Context: an optimization exercise on an open-source flow, tuned for small area, a short achievable clock period and few clock cycles per item. The choices shown serve that exercise and are no tape-out recipe. Only simulation tests tie the RTL to the original design; equivalence was not proved.

## epoch_seconds_to_calendar_top
module epoch_seconds_to_calendar_top (
  input  wire logic        clk,
  input  wire logic        rst,
  input  wire logic        din_valid,
  output wire logic        din_ready,
  input  wire logic [31:0] din_epoch_seconds,
  output wire logic        dout_valid,
  input  wire logic        dout_ready,
  output wire logic [5:0]  dout_second_of_minute,
  output wire logic [5:0]  dout_minute_of_hour,
  output wire logic [4:0]  dout_hour_of_day,
  output wire logic [2:0]  dout_weekday,
  output wire logic [7:0]  dout_year_offset,
  output wire logic [3:0]  dout_month_number,
  output wire logic [4:0]  dout_day_of_month
);
  logic adv;
  logic v1, v2, v3;
  assign adv       = !v3 || dout_ready;
  assign din_ready = adv;
  logic [24:0] x0;
  logic [18:0] a0, a1, a2, a3, a4;
  logic [18:0] s1, c1, s2, c2, s3, c3;
  logic [5:0]  r1_xa;
  logic [6:0]  s1_g;       
  assign x0 = din_epoch_seconds[31:7];
  assign r1_xa = x0[24:19];
  assign s1_g[0] = 64'h9696969696969696 >> r1_xa & 1'b1;
  assign s1_g[1] = 64'h2bd42bd42bd42bd4 >> r1_xa & 1'b1;
  assign s1_g[2] = 64'hcce73318cce73318 >> r1_xa & 1'b1;
  assign s1_g[3] = 64'hf0f83c1f0f07c3e0 >> r1_xa & 1'b1;
  assign s1_g[4] = 64'h00ffc01ff007fc00 >> r1_xa & 1'b1;
  assign s1_g[5] = 64'hff00001ffff80000 >> r1_xa & 1'b1;
  assign s1_g[6] = 64'hffffffe000000000 >> r1_xa & 1'b1;
  assign a0 = 19'(x0[24:7]);
  assign a1 = 19'(x0[24:8]);
  assign a2 = 19'(x0[24:13]);
  assign a3 = 19'(x0[24:17]);
  assign a4 = 19'(s1_g);
  assign s1 = a0 ^ a1 ^ a2;
  assign c1 = ((a0 & a1) | (a0 & a2) | (a1 & a2)) << 1;
  assign s2 = s1 ^ c1 ^ a3;
  assign c2 = ((s1 & c1) | (s1 & a3) | (c1 & a3)) << 1;
  assign s3 = s2 ^ c2 ^ a4;
  assign c3 = ((s2 & c2) | (s2 & a4) | (c2 & a4)) << 1;
  logic [18:0] p0;
  assign p0 = s3 + c3;
  logic [15:0] r1_qe;
  logic [17:0] r1_lo;      
  logic [10:0] s2_r;       
  logic        s2_c;       
  logic [5:0]  r1_qb;
  logic [5:0]  s2_q4e;
  logic [11:0] s2_l;
  logic [11:0] s2_rp;
  logic [15:0] s2_qe;
  assign s2_qe  = r1_qe;
  assign s2_r   = r1_lo[17:7] - ({s2_qe[1:0], 9'd0} + {s2_qe[3:0], 7'd0} + {s2_qe[5:0], 5'd0}
                                 + {s2_qe[9:0], 1'd0} + s2_qe[10:0]);
  assign s2_c   = (s2_r >= 11'd675);
  logic        s2_ga, s2_gb;
  ...
Settings: LEC_CHECK=0, CAP_MARGIN=20, CORE_MARGIN=2, CORE_UTILIZATION=40, CTS_CLUSTER_DIAMETER=150, CTS_CLUSTER_SIZE=40, SETUP_SLACK_MARGIN=5, SLEW_MARGIN=20; clock period 11.0 ns.
run.sh (not shown) runs the stock make flow with config.mk's settings and CLKGATE_MAP_FILE= SYNTH_SCRIPT=/design/flow/synth_recipe.tcl, a recipe that flattens the netlist after the stock synthesis.
Testbench counts at the start, summed over its fixed seeds: cycles 8,024, items 8,000.
Then changed:
==> flow/flow/run.sh (new file) <==
#!/bin/bash
set -euo pipefail
bash standard.sh SETUP_SLACK_MARGIN=5.5 finish > standard_finish.log 2>&1
==> flow/standard.sh (new file) <==
#!/bin/bash
# synth_recipe.tcl (not shown) runs the flow's synth.tcl, then flattens the netlist and writes it again
# the make line also repeats each setting of config.mk as NAME=value (left out here)
make -C /OpenROAD-flow-scripts/flow DESIGN_CONFIG=/design/flow/config.mk WORK_HOME=/design/flow/orfs CLKGATE_MAP_FILE= SYNTH_SCRIPT=/design/flow/synth_recipe.tcl "${@:-finish}"
--- a/flow/config.mk
+++ b/flow/config.mk
@@ -11,3 +10,0 @@
-export CTS_CLUSTER_DIAMETER = 150
-export CTS_CLUSTER_SIZE = 40
-export SETUP_SLACK_MARGIN = 5
removed: flow/run.sh
The new run completed without violations; critical path depth went up by 1; count of clock-buffer cells in the layout went down by 2; final cell count went up by 2.1%; wire length went up by about 4%; setup slack hardly moves; global-route usage went up by 1.2 points.
Then changed:
==> flow/run.sh (new file) <==
#!/bin/bash
# synth_recipe.tcl (not shown) runs the flow's synth.tcl, then flattens the netlist and writes it again
# the make line also repeats each setting of config.mk as NAME=value (left out here)
make -C /OpenROAD-flow-scripts/flow DESIGN_CONFIG=/design/flow/config.mk WORK_HOME=/design/flow/orfs CLKGATE_MAP_FILE= SYNTH_SCRIPT=/design/flow/synth_recipe.tcl finish
--- a/flow/config.mk
+++ b/flow/config.mk
@@ -10,0 +11 @@
+export SETUP_SLACK_MARGIN = 5
removed: flow/flow/run.sh
removed: flow/standard.sh
What happened:
- The changed run finished with timing, DRC and antenna clean
- critical path depth is lower by 1
- die area does not change
- worst setup slack barely changes
- wire length decreases by 3.6%
- clock skew hardly moves
- global-route usage falls by 1.2 points
- design area goes down by 3.5%
- non-clock buffer count falls by 47
- sequential share of layout area rose by 0.68 points

separate check: timing with driven ports:
The results above use ideal ports. As a check the final layouts listed here were re-extracted and re-timed, cells and wires unchanged.
Step 1 assumes that a clkbuf_16 drives the clock port and a buf_2 every other input.
Step 2 times the ports against the registers' clock, not the clock port: input delays grow and output delays shrink by t, the midpoint of the rising clock arrivals with the driver on.
Slacks: ideal / step 1 / step 2; pairs: ideal / step 1.
run | t (ns) | setup WS [ns] | worst register clock-pin slew, ns | worst data-port slew with drivers (ns)
the first run | 0.485 | 4.915 / 4.915 / 4.616 | 0.07 / 0.07 | 0.06
the second run | 0.491 | 4.915 / 4.915 / 4.619 | 0.07 / 0.07 | 0.05
the third run | 0.485 | 4.915 / 4.915 / 4.616 | 0.07 / 0.07 | 0.06
After both steps every run listed still meets setup and hold.
